Source: an optimization exercise on an open RTL-to-GDS flow (aim: small area and a short achievable clock period). Production flows keep margins and buffers that such runs may drop. No activity file was given, so power comes from the tool's default toggle rates.

==> v25: inputs <==
==> flow/design.v <==
package lc3b_types;
    typedef logic [16-1:0] lc3b_word;
    typedef logic [3-1:0] lc3b_reg;
    typedef enum logic [3:0] {
        op_br   = 4'b0000,
        op_add  = 4'b0001,
        op_ldb  = 4'b0010,
        op_stb  = 4'b0011,
        op_jsr  = 4'b0100,
        op_and  = 4'b0101,
        op_ldr  = 4'b0110,
        op_str  = 4'b0111,
        op_rti  = 4'b1000,
        op_not  = 4'b1001,
        op_ldi  = 4'b1010,
        op_sti  = 4'b1011,
        op_jmp  = 4'b1100,
        op_shf  = 4'b1101,
        op_lea  = 4'b1110,
        op_trap = 4'b1111
    } lc3b_opcode;
    typedef enum logic [2:0] {
        alu_add,
        alu_and,
        alu_not,
        alu_passa,
        alu_passb
    } lc3b_aluop;
    typedef struct packed {
        lc3b_opcode opcode;
        lc3b_aluop  aluop;
        logic       addr1mux_sel;
        logic [1:0] addr2mux_sel;
        logic       addr3mux_sel;
        logic       lshf;
        logic       br_op;
        logic       jsr_op;
        logic       trap_op;
        logic       jmp_op;
        logic       uncond_op;
        logic       sr2mux_sel;
        logic       storemux_sel;
        logic [1:0] wbmux_sel;
        logic       dest_mux_sel;
        logic       load_reg;
        logic       load_cc;
        logic       dcacheR;
        logic       dcacheW;
        logic       dcache_enable;
        logic       d_mem_byte_sel;
        logic       alu_result_mux_sel;
        logic       stb_op;
        logic       ldi_op;
        logic       ldb_op;
        lc3b_word   pc;
    } lc3b_control_word;
    typedef struct packed {
        lc3b_control_word ctrl;
        lc3b_word         ir;
        lc3b_word         sr1_val;
        lc3b_word         sr2_val;
        lc3b_reg          dest;
    } idex_t;
    typedef struct packed {
        logic       reg_we;
        lc3b_reg    dest;
        lc3b_word   value;
        logic [2:0] cc;
        logic       mem_rd;
        logic       mem_wr;
        logic       mem_byte;
        lc3b_word   mem_addr;
        lc3b_word   mem_wdata;
        logic       redirect;
        lc3b_word   target;
    } retire_t;
endpackage
module lc3b_decode_exec
(
    input  logic                   clk,
    input  logic                   rst_n,
    input  logic                   instr_valid,
    input  lc3b_types::lc3b_word   instr,
    input  lc3b_types::lc3b_word   pc,
    output logic                   retire_valid,
    output logic                   retire_reg_we,
    output logic [2:0]             retire_dest,
    output logic [15:0]            retire_value,
    output logic [2:0]             retire_cc,
    output logic                   retire_mem_rd,
    output logic                   retire_mem_wr,
    output logic                   retire_mem_byte,
    output logic [15:0]            retire_mem_addr,
    output logic [15:0]            retire_mem_wdata,
    output logic                   retire_redirect,
    output logic [15:0]            retire_target
);
    logic        ex_valid;
    logic [15:0] ir;
    logic [15:0] pc2;
    logic [7:0]  sel_a;      
    logic        byps_a;     
    logic        bypo_a;     
    logic [7:0]  sel_b;      
    logic        byps_b;
    logic        bypo_b;
    logic        use_pc;     
    logic        c_st;       
    logic        i5, i6w, i6b, i8t, i9, i11;   
    logic        o_and, o_not, o_shf, o_st, o_stb, o_pc;   
    logic        r_valid;
    logic        r_we, r_rd, r_wr, r_byte, r_redirect;
    logic [2:0]  r_dest;
    logic        r_vsel;     
    logic [15:0] r_sum;
    logic [15:0] r_oth;
    logic [2:0]  cc_old;
    logic        cc_psum;    
    logic        cc_poth;    
    logic [15:0] rf [8];
    logic [7:0]  rf_ok;
    logic [15:0] r_value;
    assign r_value = r_vsel ? r_sum : r_oth;
    logic [7:0] wsel;
    always_comb
        for (int i = 0; i < 8; i++)
            wsel[i] = r_we && r_dest == i;
    always_ff @(posedge clk)
        for (int i = 0; i < 8; i++)
            if (wsel[i])
                rf[i] <= r_value;
    always_ff @(posedge clk or negedge rst_n)
        if (!rst_n)
            rf_ok <= '0;
        else
            rf_ok <= rf_ok | wsel;
    logic [3:0] d_op;
    logic       d_st, d_use_a, d_use_b, d_use_pc;
    logic [2:0] d_idx_b;
    logic       d_hit_a, d_hit_b;
    logic [7:0] ok_next;
    logic       x_we, x_vsel;
    logic [2:0] x_dest;
    assign d_op = instr[15:12];
    assign d_st = (d_op[1:0] == 2'b11) && (d_op[3:2] != 2'b11);
    assign d_use_a = !(d_op == 4'b0000 || d_op == 4'b1000 || d_op == 4'b1110 ||
                       d_op == 4'b1111 || (d_op == 4'b0100 && instr[11]));
    assign d_use_b = d_st || ((d_op == 4'b0001 || d_op == 4'b0101) && !instr[5]);
    assign d_idx_b = d_st ? instr[11:9] : instr[2:0];
    assign d_use_pc = d_op == 4'b0000 || d_op == 4'b1110 || (d_op == 4'b0100 && instr[11]);
    assign ok_next = rf_ok | wsel;
    assign d_hit_a = x_we && x_dest == instr[8:6];
    assign d_hit_b = x_we && x_dest == d_idx_b;
    always_ff @(posedge clk or negedge rst_n)
        if (!rst_n)
            ex_valid <= 1'b0;
        else
            ex_valid <= instr_valid;
    always_ff @(posedge clk)
    begin
        ir <= instr;
        pc2 <= {pc[15:1] + 15'd1, pc[0]};
        use_pc <= d_use_pc;
        c_st <= d_st;
        i5  <= (d_op == 4'b0001 || d_op == 4'b0101) && instr[5];
        i6w <= (d_op == 4'b0110 || d_op == 4'b1010 || d_op == 4'b0111 || d_op == 4'b1011);
        i6b <= (d_op == 4'b0010 || d_op == 4'b0011);
        i8t <= d_op == 4'b1111;
        i9  <= d_op == 4'b0000 || d_op == 4'b1110;
        i11 <= d_op == 4'b0100 && instr[11];
        o_and <= d_op == 4'b0101;
        o_not <= d_op == 4'b1001;
        o_shf <= d_op == 4'b1101;
        o_st  <= d_op == 4'b0111 || d_op == 4'b1011;
        o_stb <= d_op == 4'b0011;
        o_pc  <= d_op == 4'b0100 || d_op == 4'b1111;
        byps_a <= d_use_a && d_hit_a && x_vsel;
        bypo_a <= d_use_a && d_hit_a && !x_vsel;
        byps_b <= d_use_b && d_hit_b && x_vsel;
        bypo_b <= d_use_b && d_hit_b && !x_vsel;
        for (int i = 0; i < 8; i++)
        begin
            sel_a[i] <= d_use_a && ok_next[i] && instr[8:6] == i && !d_hit_a;
            sel_b[i] <= d_use_b && ok_next[i] && d_idx_b == i && !d_hit_b;
        end
    end
    logic [3:0] op;
    assign op = ir[15:12];
    logic is_br, is_add, is_ldb, is_stb, is_jsr, is_and, is_ldr, is_str;
    logic is_not, is_ldi, is_sti, is_jmp, is_shf, is_lea, is_trap;
    assign is_br   = op == 4'b0000;
    assign is_add  = op == 4'b0001;
    assign is_ldb  = op == 4'b0010;
    assign is_stb  = op == 4'b0011;
    assign is_jsr  = op == 4'b0100;
    assign is_and  = op == 4'b0101;
    assign is_ldr  = op == 4'b0110;
    assign is_str  = op == 4'b0111;
    assign is_not  = op == 4'b1001;
    assign is_ldi  = op == 4'b1010;
    assign is_sti  = op == 4'b1011;
    assign is_jmp  = op == 4'b1100;
    assign is_shf  = op == 4'b1101;
    assign is_lea  = op == 4'b1110;
    assign is_trap = op == 4'b1111;
    logic is_ld, is_st, is_byte, ld_cc, wr;
    assign is_ld   = is_ldr | is_ldi | is_ldb;
    assign is_st   = is_str | is_sti | is_stb;
    assign is_byte = is_ldb | is_stb;
    assign ld_cc   = is_add | is_and | is_not | is_shf | is_lea;
    assign wr      = ld_cc | is_jsr;
    assign x_we = ex_valid && wr;
    assign x_dest = is_jsr ? 3'd7 : ir[11:9];
    assign x_vsel = is_add | is_ld | is_lea;
    logic [15:0] a, b, base, imm, y;
    always_comb
    begin
        a = ({16{byps_a}} & r_sum) | ({16{bypo_a}} & r_oth);
        b = ({16{byps_b}} & r_sum) | ({16{bypo_b}} & r_oth);
        for (int i = 0; i < 8; i++)
        begin
            a = a | ({16{sel_a[i]}} & rf[i]);
            b = b | ({16{sel_b[i]}} & rf[i]);
        end
    end
    assign base = a | ({16{use_pc}} & pc2);
    assign imm = ({16{i5}}  & {{11{ir[4]}}, ir[4:0]}) |
                 ({16{i6b}} & {{10{ir[5]}}, ir[5:0]}) |
                 ({16{i6w}} & {{9{ir[5]}}, ir[5:0], 1'b0}) |
                 ({16{i8t}} & {7'b0, ir[7:0], 1'b0}) |
                 ({16{i9}}  & {{6{ir[8]}}, ir[8:0], 1'b0}) |
                 ({16{i11}} & {{4{ir[10]}}, ir[10:0], 1'b0});
    assign y = ({16{!c_st}} & b) | imm;
    logic [15:0] sum;
    assign sum = base + y;
    logic        shl;
    logic [15:0] sh_in, sh_out, shf;
    assign shl = !ir[4];
    always_comb
        for (int i = 0; i < 16; i++)
            sh_in[i] = shl ? a[15 - i] : a[i];
    assign sh_out = 16'($signed({ir[5] & ir[4] & a[15], sh_in}) >>> ir[3:0]);
    always_comb
        for (int i = 0; i < 16; i++)
            shf[i] = shl ? sh_out[15 - i] : sh_out[i];
    logic [15:0] other;
    assign other = ({16{o_and}} & a & y) |
                   ({16{o_not}} & ~a) |
                   ({16{o_shf}} & shf) |
                   ({16{o_st}} & b) |
                   ({16{o_stb}} & {b[7:0], b[7:0]}) |
                   ({16{o_pc}} & pc2);
    function automatic logic [2:0] nzp(input logic [15:0] v);
        nzp = {v[15], v == 16'd0, !v[15] && (v != 16'd0)};
    endfunction
    logic [2:0] cc_cur;
    assign cc_cur = ({3{!cc_psum && !cc_poth}} & cc_old) |
                    ({3{cc_psum}} & nzp(r_sum)) |
                    ({3{cc_poth}} & nzp(r_oth));
    always_ff @(posedge clk or negedge rst_n)
    begin
        if (!rst_n)
        begin
            r_valid <= 1'b0;
            r_we <= 1'b0;
            cc_old <= 3'b010;
            cc_psum <= 1'b0;
            cc_poth <= 1'b0;
        end
        else
        begin
            r_valid <= ex_valid;
            r_we <= x_we;
            cc_old <= cc_cur;
            cc_psum <= ex_valid & ld_cc & x_vsel;
            cc_poth <= ex_valid & ld_cc & !x_vsel;
        end
    end
    always_ff @(posedge clk)
    begin
        r_rd <= is_ld | is_trap;
        r_wr <= is_st;
        r_byte <= is_byte;
        r_redirect <= is_jmp | is_jsr | (is_br & |(ir[11:9] & cc_cur));
        r_dest <= (is_jsr | is_trap) ? 3'd7 : ir[11:9];
        r_vsel <= x_vsel;
        r_sum <= sum;
        r_oth <= other;
    end
    assign retire_valid = r_valid;
    assign retire_reg_we = r_we;
    assign retire_dest = r_dest;
    assign retire_value = r_value;
    assign retire_cc = cc_cur;
    assign retire_mem_rd = r_rd;
    assign retire_mem_wr = r_wr;
    assign retire_mem_byte = r_byte;
    assign retire_mem_addr = r_sum;
    assign retire_mem_wdata = r_oth;
    assign retire_redirect = r_redirect;
    assign retire_target = r_sum;
endmodule
==> flow/flow/run.sh <==
#!/bin/bash
# standard layout, with the port buffers made from the smallest buffer
cp standard.sh standard_sh.txt
export BUFFER_PORTS_ARGS="-buffer_cell sky130_fd_sc_hd__buf_1"
bash standard.sh > standard.log 2>&1
==> flow/standard.sh <==
#!/bin/bash
# synth_recipe.tcl (not shown) runs the flow's synth.tcl, then flattens the netlist and writes it again
# the make line also repeats each setting of config.mk as NAME=value (left out here)
make -C /OpenROAD-flow-scripts/flow DESIGN_CONFIG=/design/flow/config.mk WORK_HOME=/design/flow/orfs CLKGATE_MAP_FILE= SYNTH_SCRIPT=/design/flow/synth_recipe.tcl "${@:-finish}"
==> flow/config.mk <==
export PLATFORM = sky130hd
export DESIGN_NAME = lc3b_decode_exec
export DESIGN_NICKNAME = lc3b_decode_exec
export VERILOG_FILES = /design/flow/design.v
export SDC_FILE = /design/flow/constraint.sdc
export NUM_CORES = 4
export LEC_CHECK = 0
export ABC_AREA = 1
export CAP_MARGIN = 20
export CORE_MARGIN = 2
export CORE_UTILIZATION = 55
export CTS_BUF_LIST = sky130_fd_sc_hd__clkbuf_16
export CTS_CLUSTER_DIAMETER = 100
export CTS_CLUSTER_SIZE = 24
export SETUP_SLACK_MARGIN = 2.0
export SLEW_MARGIN = 20
==> flow/constraint.sdc <==
create_clock -name core_clock -period 5.0 [get_ports {clk}]
set_input_delay 1.0000 -clock core_clock [delete_from_list [all_inputs] [get_ports {clk}]]
set_output_delay 1.0000 -clock core_clock [all_outputs]
set_load 0.01 [all_outputs]
==> v20 (differences from v25) <==
Settings changed: ABC_AREA 1 to not set.
==> v5 (differences from v25) <==
--- a/flow/design.v
+++ b/flow/design.v
@@ -101,11 +101,8 @@
     logic [7:0]  sel_a;      
-    logic        byps_a;     
-    logic        bypo_a;     
+    logic        byp_a;      
     logic [7:0]  sel_b;      
-    logic        byps_b;
-    logic        bypo_b;
+    logic        byp_b;
     logic        use_pc;     
     logic        c_st;       
-    logic        i5, i6w, i6b, i8t, i9, i11;   
-    logic        o_and, o_not, o_shf, o_st, o_stb, o_pc;   
+    logic        i5, i6w, i6b, i9, i11;   
     logic        r_valid;
@@ -113,12 +110,8 @@
     logic [2:0]  r_dest;
-    logic        r_vsel;     
-    logic [15:0] r_sum;
-    logic [15:0] r_oth;
+    logic [15:0] r_value;
+    logic [15:0] r_target;
     logic [2:0]  cc_old;
-    logic        cc_psum;    
-    logic        cc_poth;    
+    logic        cc_pend;
     logic [15:0] rf [8];
     logic [7:0]  rf_ok;
-    logic [15:0] r_value;
-    assign r_value = r_vsel ? r_sum : r_oth;
     logic [7:0] wsel;
@@ -139,5 +132,4 @@
     logic [2:0] d_idx_b;
-    logic       d_hit_a, d_hit_b;
     logic [7:0] ok_next;
-    logic       x_we, x_vsel;
+    logic       x_we;
     logic [2:0] x_dest;
@@ -151,4 +143,2 @@
     assign ok_next = rf_ok | wsel;
-    assign d_hit_a = x_we && x_dest == instr[8:6];
-    assign d_hit_b = x_we && x_dest == d_idx_b;
     always_ff @(posedge clk or negedge rst_n)
@@ -167,19 +157,12 @@
         i6b <= (d_op == 4'b0010 || d_op == 4'b0011);
-        i8t <= d_op == 4'b1111;
         i9  <= d_op == 4'b0000 || d_op == 4'b1110;
         i11 <= d_op == 4'b0100 && instr[11];
-        o_and <= d_op == 4'b0101;
-        o_not <= d_op == 4'b1001;
-        o_shf <= d_op == 4'b1101;
-        o_st  <= d_op == 4'b0111 || d_op == 4'b1011;
-        o_stb <= d_op == 4'b0011;
-        o_pc  <= d_op == 4'b0100 || d_op == 4'b1111;
-        byps_a <= d_use_a && d_hit_a && x_vsel;
-        bypo_a <= d_use_a && d_hit_a && !x_vsel;
-        byps_b <= d_use_b && d_hit_b && x_vsel;
-        bypo_b <= d_use_b && d_hit_b && !x_vsel;
-        for (int i = 0; i < 8; i++)
-        begin
-            sel_a[i] <= d_use_a && ok_next[i] && instr[8:6] == i && !d_hit_a;
-            sel_b[i] <= d_use_b && ok_next[i] && d_idx_b == i && !d_hit_b;
+        byp_a <= d_use_a && x_we && x_dest == instr[8:6];
+        byp_b <= d_use_b && x_we && x_dest == d_idx_b;
+        for (int i = 0; i < 8; i++)
+        begin
+            sel_a[i] <= d_use_a && ok_next[i] && instr[8:6] == i &&
+                        !(x_we && x_dest == instr[8:6]);
+            sel_b[i] <= d_use_b && ok_next[i] && d_idx_b == i &&
+                        !(x_we && x_dest == d_idx_b);
         end
@@ -213,8 +196,7 @@
     assign x_dest = is_jsr ? 3'd7 : ir[11:9];
-    assign x_vsel = is_add | is_ld | is_lea;
-    logic [15:0] a, b, base, imm, y;
-    always_comb
-    begin
-        a = ({16{byps_a}} & r_sum) | ({16{bypo_a}} & r_oth);
-        b = ({16{byps_b}} & r_sum) | ({16{bypo_b}} & r_oth);
+    logic [15:0] a, b;
+    always_comb
+    begin
+        a = {16{byp_a}} & r_value;
+        b = {16{byp_b}} & r_value;
         for (int i = 0; i < 8; i++)
@@ -225,3 +207,3 @@
     end
-    assign base = a | ({16{use_pc}} & pc2);
+    logic [15:0] imm, y;
     assign imm = ({16{i5}}  & {{11{ir[4]}}, ir[4:0]}) |
@@ -229,3 +211,2 @@
                  ({16{i6w}} & {{9{ir[5]}}, ir[5:0], 1'b0}) |
-                 ({16{i8t}} & {7'b0, ir[7:0], 1'b0}) |
                  ({16{i9}}  & {{6{ir[8]}}, ir[8:0], 1'b0}) |
@@ -233,3 +214,4 @@
     assign y = ({16{!c_st}} & b) | imm;
-    logic [15:0] sum;
+    logic [15:0] base, sum;
+    assign base = a | ({16{use_pc}} & pc2);
     assign sum = base + y;
@@ -245,16 +227,22 @@
             shf[i] = shl ? sh_out[15 - i] : sh_out[i];
-    logic [15:0] other;
-    assign other = ({16{o_and}} & a & y) |
-                   ({16{o_not}} & ~a) |
-                   ({16{o_shf}} & shf) |
-                   ({16{o_st}} & b) |
-                   ({16{o_stb}} & {b[7:0], b[7:0]}) |
-                   ({16{o_pc}} & pc2);
-    function automatic logic [2:0] nzp(input logic [15:0] v);
-        nzp = {v[15], v == 16'd0, !v[15] && (v != 16'd0)};
-    endfunction
+    logic [15:0] value, target;
+    always_comb
+    begin
+        if (is_and)
+            value = a & y;
+        else if (is_not)
+            value = ~a;
+        else if (is_shf)
+            value = shf;
+        else if (is_jsr | is_trap)
+            value = pc2;
+        else if (is_st)
+            value = is_byte ? {b[7:0], b[7:0]} : b;
+        else
+            value = sum;
+    end
+    assign target = is_trap ? {7'b0, ir[7:0], 1'b0} : sum;
     logic [2:0] cc_cur;
-    assign cc_cur = ({3{!cc_psum && !cc_poth}} & cc_old) |
-                    ({3{cc_psum}} & nzp(r_sum)) |
-                    ({3{cc_poth}} & nzp(r_oth));
+    assign cc_cur = cc_pend ? {r_value[15], r_value == 16'd0, !r_value[15] && (r_value != 16'd0)}
+                            : cc_old;
     always_ff @(posedge clk or negedge rst_n)
@@ -266,4 +254,3 @@
             cc_old <= 3'b010;
-            cc_psum <= 1'b0;
-            cc_poth <= 1'b0;
+            cc_pend <= 1'b0;
         end
@@ -274,4 +261,3 @@
             cc_old <= cc_cur;
-            cc_psum <= ex_valid & ld_cc & x_vsel;
-            cc_poth <= ex_valid & ld_cc & !x_vsel;
+            cc_pend <= ex_valid & ld_cc;
         end
@@ -285,5 +271,4 @@
         r_dest <= (is_jsr | is_trap) ? 3'd7 : ir[11:9];
-        r_vsel <= x_vsel;
-        r_sum <= sum;
-        r_oth <= other;
+        r_value <= value;
+        r_target <= target;
     end
@@ -297,6 +282,6 @@
     assign retire_mem_byte = r_byte;
-    assign retire_mem_addr = r_sum;
-    assign retire_mem_wdata = r_oth;
+    assign retire_mem_addr = r_target;
+    assign retire_mem_wdata = r_value;
     assign retire_redirect = r_redirect;
-    assign retire_target = r_sum;
+    assign retire_target = r_target;
 endmodule
==> flow/run.sh (new file) <==
#!/bin/bash
# synth_recipe.tcl (not shown) runs the flow's synth.tcl, then flattens the netlist and writes it again
# the make line also repeats each setting of config.mk as NAME=value (left out here)
make -C /OpenROAD-flow-scripts/flow DESIGN_CONFIG=/design/flow/config.mk WORK_HOME=/design/flow/orfs CLKGATE_MAP_FILE= SYNTH_SCRIPT=/design/flow/synth_recipe.tcl finish
Settings changed: ABC_AREA 1 to not set, CORE_UTILIZATION 55 to 40, CTS_BUF_LIST sky130_fd_sc_hd__clkbuf_16 to not set, CTS_CLUSTER_DIAMETER 100 to not set, CTS_CLUSTER_SIZE 24 to not set, SETUP_SLACK_MARGIN 2.0 to 1.5.
removed: flow/flow/run.sh
removed: flow/standard.sh
==> results.txt <==
quantity                                                                                   v5                        v20                       v25
Routed WL                                                                           46,760 um                  45,770 um                 44,880 um
Layout sequential cell count                                                              239                        250                       250
Met1 global-route usage                                                                0.4064                     0.5223                    0.4814
Outcome                                                              timing/DRC/antenna clean   timing/DRC/antenna clean  timing/DRC/antenna clean
Final clock period utilization by the worst path                                       0.7285                     0.6415                    0.6059
Initial drt markers                                                                     1,870                      1,869                     1,508
Required time of the critical path                                                    5470 ps                    5460 ps                   4000 ps
Static leakage                                                                       5.831 nW                   5.241 nW                  6.260 nW
Number of multi-input logic gates                                                         828                        796                     1,178
Sequential-to-total area share from yosys stat                                         0.5051                     0.5122                    0.4787
Internal portion of total power                                                      4.176 mW                   3.324 mW                  3.242 mW
Period minus WS final                                                                 3642 ps                    3207 ps                   3029 ps
Via density per instance                                                                6.444                      6.916                     5.999
Buffers inserted by post-CTS timing repair                                                 49                         38                         4
FFs w/ async S/R, synth                                                               0.06276                    0.06400                   0.06400
Register-to-Register Path Depth                                                            16                         13                        16
Sequential portion of the cell area                                                    0.4009                     0.4520                    0.4441
Commonest non-fill, non-tap cell in the layout                      sky130_fd_sc_hd__edfxtp_1  sky130_fd_sc_hd__edfxtp_1  sky130_fd_sc_hd__nand2_1
Portion of synthesized cell area occupied by the leading cell type                     0.3161                     0.3092                    0.2890
No functional check of the RTL was part of any run of this note.

afterwards: timing with drivers on the ports:
The flow's constraints put no driver on any port. The routed layouts listed below were extracted and timed again, unchanged, in two steps. Step 1 (the two cells are an assumption about what drives the block):
set clk [get_ports {clk}]
set_driving_cell -lib_cell sky130_fd_sc_hd__clkbuf_16 $clk
set_driving_cell -lib_cell sky130_fd_sc_hd__buf_2 [delete_from_list [all_inputs] $clk]
Step 2 moves the port delays by t, midway between the first and last clock arrival at a register: inputs arrive t later, outputs are due t later. That takes back most of the time a late clock gives input paths. Slacks: ideal ports / drivers / drivers and shift; pairs: ideal ports / drivers.
run | shift t [ns] | setup WS [ns] | slew at the worst register clock pin (ns)
v25 | 0.552 | 1.971 / 1.921 / 2.049 | 0.11 / 0.11
v20 | 0.564 | 1.793 / 1.793 / 1.601 | 0.10 / 0.10
v5 | 0.609 | 1.358 / 1.358 / 1.094 | 0.07 / 0.07
After both steps setup and hold are still met in every run listed. For v5, which loses most, drivers alone change the setup slack by 0.000 ns; drivers and shift together by -0.264 ns.
